What follows belongs to an exercise in optimizing a design on an open flow for small area and few clock cycles; a production flow would make more cautious choices. The RTL was checked by simulation tests, not by an equivalence proof against the original design.

## amber
==> module windowed_temperature_stability_detector_top, before the edit <==
module windowed_temperature_stability_detector_top (
  input  wire                clk,
  input  wire                rst_n,
  input  wire                cfg_we,
  input  wire  [1:0]         cfg_index,
  input  wire  [15:0]        cfg_wdata,
  input  wire                in_valid,
  output logic               in_stall,
  input  wire                in_command,
  input  wire  signed [15:0] in_temperature,
  output logic               out_valid,
  input  wire                out_stall,
  output logic               out_stable,
  output logic signed [15:0] out_stable_temperature,
  output logic signed [15:0] out_window_mean,
  output logic               out_window_full,
  output logic               out_near_setpoint,
  output logic               out_low_spread
);
  logic signed [15:0] sp_r;
  logic [9:0]         thr_r;
  logic [11:0]        dwc_r;
  always_ff @(posedge clk) begin
    if (!rst_n) begin
      sp_r  <= wtsd_pkg::SETPOINT_RST;
      thr_r <= wtsd_pkg::THRESHOLD_RST;
      dwc_r <= wtsd_pkg::DWELL_RST;
    end else if (cfg_we) begin
      case (cfg_index)
        2'd0: sp_r  <= cfg_wdata;
        2'd1: thr_r <= cfg_wdata[9:0];
        2'd2: dwc_r <= cfg_wdata[11:0];
        default: ;
      endcase
    end
  end
  logic              valid_r;      
  logic              pend_r;       
  logic              pcmd_r;       
  logic [4:0]        fill_r;       
  logic [4:0]        gap_r;
  logic signed [15:0] ring [17];
  logic signed [19:0] sum_r;
  logic [37:0]        spr_r;       
  wire full    = fill_r[4];
  wire empty   = (fill_r == 5'd0);
  wire handout = valid_r && !out_stall;
  wire slot0   = (gap_r == 5'd0);
  wire proc    = pend_r && (!valid_r || !out_stall) && (pcmd_r || slot0);
  wire take    = (!pend_r || proc) && (slot0 || empty || pcmd_r);
  assign in_stall = !take;
  wire accept = in_valid && take;
  wire ins    = accept && !in_command;
  wire push   = proc && !pcmd_r;
  wire clear  = proc && pcmd_r;
  always_ff @(posedge clk) begin
    if (!rst_n) begin
      valid_r <= 1'b0;
      pend_r  <= 1'b0;
      fill_r  <= 5'd0;
      gap_r   <= 5'd0;
    end else begin
      if (proc)         valid_r <= 1'b1;
      else if (handout) valid_r <= 1'b0;
      if (accept)       pend_r <= 1'b1;
      else if (proc)    pend_r <= 1'b0;
      if (clear)                fill_r <= 5'd0;
      else if (push && !full)   fill_r <= fill_r + 5'd1;
      if (ins || gap_r == 5'd16) gap_r <= 5'd0;
      else                       gap_r <= gap_r + 5'd1;
    end
  end
  always_ff @(posedge clk) begin
    if (accept) pcmd_r <= in_command;
  end
  always_ff @(posedge clk) begin
    ring[0] <= ins ? in_temperature : ring[16];
    for (int i = 1; i < 17; i++) ring[i] <= ring[i-1];
  end
  wire signed [15:0] x_n    = ins ? in_temperature : ring[16];
  wire               full_n = !clear && (full || (push && fill_r == 5'd15));
  wire signed [15:0] y_n    = full_n ? ring[15] : 16'sd0;
  logic signed [16:0] u_r;
  logic        [21:0] w_r;
  wire signed [19:0] sum_n;
  wire        [21:0] w_n;
  wire        [37:0] spr_n;
  wire signed [16:0] u = push ? u_r : 17'sd0;
  wire        [19:0] sum_a;
  wtsd_add20 u_add (
    .a (sum_r),
    .b (u),
    .s (sum_a)
  );
  assign sum_n = (!rst_n || clear) ? 20'sd0 : sum_a;
  wtsd_wsum u_wsum (
    .x (x_n),
    .y (y_n),
    .u (u_n),
    .s (sum_n),
    .w (w_n)
  );
  wire        [16:0] u_n;
  wtsd_sub17 u_sub (
    .a (x_n),
    .b (y_n),
    .d (u_n)
  );
  always_ff @(posedge clk) begin
    u_r <= u_n;
    w_r <= w_n;
  end
  wtsd_mac u_mac (
    .u (u),
    .w (w_r),
    .d (spr_r),
    .p (spr_n)
  );
  always_ff @(posedge clk) begin
    sum_r <= sum_n;
    if (!rst_n || clear) spr_r <= '0;
    else                 spr_r <= spr_n;
  end
  wire signed [15:0] mean = sum_r[19:4];
  wire               frac = |sum_r[3:0];
  wire [16:0] e;
  wire [10:0] e_t = 11'(e[9:0]) + 11'(thr_r) + 11'(frac);
  wtsd_sub17 u_esub (
    .a (mean),
    .b (sp_r),
    .d (e)
  );
  wire n_hi = e[16] || (e[15:10] == 6'd0 && e[9:0] < thr_r);
  wire n_lo = e[16] ? (e[15:10] == 6'h3f && e_t[10] && e_t[9:0] != 10'd0)
                    : (e[15:0] != 16'd0 || thr_r != 10'd0 || frac);
  wire               sq_lt;
  wtsd_sqlt u_sqlt (
    .t  (thr_r),
    .a  (spr_r[27:8]),
    .lt (sq_lt)
  );
  wire near = full && n_hi && n_lo;
  wire low  = full && (spr_r[37:28] == 10'd0) && sq_lt;
  logic        cand_r, stab_r;
  logic [11:0] dwl_r;
  logic signed [15:0] lat_r;
  logic        cand_a, stab_a;
  logic [11:0] dwl_a;
  logic signed [15:0] lat_a;
  always_comb begin
    cand_a = cand_r;
    stab_a = stab_r;
    dwl_a  = dwl_r;
    lat_a  = lat_r;
    if (!cand_r)
      dwl_a = '0;
    else if (dwl_r != wtsd_pkg::DWELL_MAX)
      dwl_a = dwl_r + 12'd1;
    if (empty) begin
      cand_a = 1'b0;
      stab_a = 1'b0;
    end else if (full) begin
      if (near && low) begin
        cand_a = 1'b1;
        if (dwl_a >= dwc_r && !stab_r) begin
          stab_a = 1'b1;
          lat_a  = mean;
        end
      end else begin
        cand_a = 1'b0;
        stab_a = 1'b0;
      end
    end
  end
  always_ff @(posedge clk) begin
    if (!rst_n) begin
      cand_r <= 1'b0;
      stab_r <= 1'b0;
      lat_r  <= '0;
    end else if (handout) begin
      cand_r <= cand_a;
      stab_r <= stab_a;
      lat_r  <= lat_a;
    end
  end
  always_ff @(posedge clk) begin
    if (handout) dwl_r <= dwl_a;
  end
  assign out_valid              = valid_r;
  assign out_stable             = stab_a;
  assign out_stable_temperature = lat_a;
  assign out_window_mean        = mean;
  assign out_window_full        = full;
  assign out_near_setpoint      = near;
  assign out_low_spread         = low;
endmodule
clock: 8.5 ns
lec_check: 0
abc_area: 1
cap_margin: 20
core_margin: 2
core_utilization: 75
cts_buf_list: sky130_fd_sc_hd__clkbuf_8
cts_cluster_diameter: 60
cts_cluster_size: 15
slew_margin: 20
standard.sh (not shown) runs the stock make flow with config.mk's settings and CLKGATE_MAP_FILE= SYNTH_SCRIPT=/design/flow/synth_recipe.tcl, a recipe that flattens the netlist after the stock synthesis.
==> flow/flow/run.sh <==
#!/bin/bash
# Own layout flow: the standard flow, with three changes.
#  1. Synthesis is the standard script (synth_recipe.tcl and ORFS synth.tcl),
#     except that the final ABC mapping uses flow/abc_area_nosize.script
#     (area mapping without ABC's own gate sizing); the registers are the
#     same as in the standard synthesis.
#  2. After synthesis, faflip.py flips the polarity of full-adder and xor
#     cells where that removes inverters, leaving every register and every
#     port function as synthesized.
#  3. Port buffers use buf_1 and the clock tree skips dummy loads.
# Each step writes its full output to a log file in this folder.
set -euo pipefail
RES=$PWD/orfs/results/$FLOW_PLATFORM/windowed_temperature_stability_detector_top/base
ABCS=$PWD/flow/abc_area_nosize.script
sed 's#^  log_cmd abc {\*}$abc_args$#  set abc_args [lreplace $abc_args 1 1 '"$ABCS"']\n  log_cmd abc {*}$abc_args#' \
  "$FLOW_HOME/scripts/synth.tcl" > synth_own.tcl
grep -q "$ABCS" synth_own.tcl
sed 's#^source $::env(SCRIPTS_DIR)/synth.tcl$#source '"$PWD"'/synth_own.tcl#' synth_recipe.tcl > synth_recipe_own.tcl
grep -q "synth_own.tcl" synth_recipe_own.tcl
bash standard.sh "SYNTH_SCRIPT=$PWD/synth_recipe_own.tcl" "$RES/1_2_yosys.v" > 1_synth.log 2>&1
cp "$RES/1_2_yosys.v" 1_2_yosys_synth.v
python3 flow/faflip.py 1_2_yosys_synth.v "$RES/1_2_yosys.v" > faflip.log 2>&1
touch "$RES/1_2_yosys.v"
bash standard.sh \
  "SYNTH_SCRIPT=$PWD/synth_recipe_own.tcl" \
  "BUFFER_PORTS_ARGS=-buffer_cell sky130_fd_sc_hd__buf_1" \
  "CTS_ARGS=-sink_clustering_enable -repair_clock_nets -buf_list sky130_fd_sc_hd__clkbuf_8 -sink_clustering_size 15 -sink_clustering_max_diameter 60 -dont_use_dummy_load" \
  finish > 2_layout.log 2>&1
Other scripts of this flow, unchanged in this note and not shown: flow/flow/abc_area_nosize.script, flow/flow/faflip.py
Testbench counts of amber, summed over its fixed seeds: cycles 24,016.
Setup changes, amber to raven
--- a/flow/design.v
+++ b/flow/design.v
@@ -1990,5 +1990,5 @@
   logic signed [15:0] ring [17];
   logic signed [19:0] sum_r;
-  logic [37:0]        spr_r;       
+  logic [37:4]        spr_r;
   wire full    = fill_r[4];
   wire empty   = (fill_r == 5'd0);
@@ -2030,8 +2030,10 @@
   wire signed [15:0] y_n    = full_n ? ring[15] : 16'sd0;
   logic signed [16:0] u_r;
-  logic        [21:0] w_r;
+  logic        [21:1] w_r;
   wire signed [19:0] sum_n;
   wire        [21:0] w_n;
   wire        [37:0] spr_n;
+  wire        [3:0]  spr_lo = {sum_r[1] ? (sum_r[0] ? sum_r[2] : 1'b1) : (sum_r[0] && !sum_r[2]),
+                               sum_r[1] || sum_r[0], sum_r[0], sum_r[0]};
   wire signed [16:0] u = push ? u_r : 17'sd0;
   wire        [19:0] sum_a;
@@ -2057,10 +2059,10 @@
   always_ff @(posedge clk) begin
     u_r <= u_n;
-    w_r <= w_n;
+    w_r <= w_n[21:1];
   end
   wtsd_mac u_mac (
     .u (u),
-    .w (w_r),
-    .d (spr_r),
+    .w ({w_r, u_r[0]}),
+    .d ({spr_r, spr_lo}),
     .p (spr_n)
   );
@@ -2068,5 +2070,5 @@
     sum_r <= sum_n;
     if (!rst_n || clear) spr_r <= '0;
-    else                 spr_r <= spr_n;
+    else                 spr_r <= spr_n[37:4];
   end
   wire signed [15:0] mean = sum_r[19:4];
Results
raven against amber: maximum frequency moved down; sink count of the clock tree fell by 0.89%; routed metal-1 wirelength closely matched the old numbers; number of tap instances went down about 1.5%. Per the comparison of raven with amber, clock period minus final worst setup slack went up by 0.088 ns, critical path depth went up 6.
Testbench counts of raven, summed over its fixed seeds: cycles 24,016.

==> afterwards: timing with drivers on the ports <==
In the flow no input, the clock included, has a driving cell. The finished layouts below were timed again as built, in two steps. Step 1 sets driving cells, clkbuf_16 on the clock port and buf_2 on the other inputs (assumed; they add their load-dependent delay and slew). Step 2 adds t to the input delays and takes it off the output delays; t is the mean of the earliest and latest rising clock arrival at the registers after step 1. Input paths then give back, and output paths get back, about the clock's delay inside the block. Slacks: ideal / step 1 / step 2; pairs: ideal / step 1.
| run | t, ns | slack for setup (ns) | hold slack, ns |
|---|---|---|---|
| amber | 0.642 | 0.441 / 0.465 / -0.177 | 0.300 / 0.300 / 0.300 |
| raven | 0.633 | 0.353 / 0.382 / -0.250 | 0.304 / 0.304 / 0.304 |
Met with ideal ports but missed after step 2: setup timing in amber and raven. For amber, which loses most, drivers alone change the setup slack by +0.024 ns; drivers and shift together by -0.618 ns.
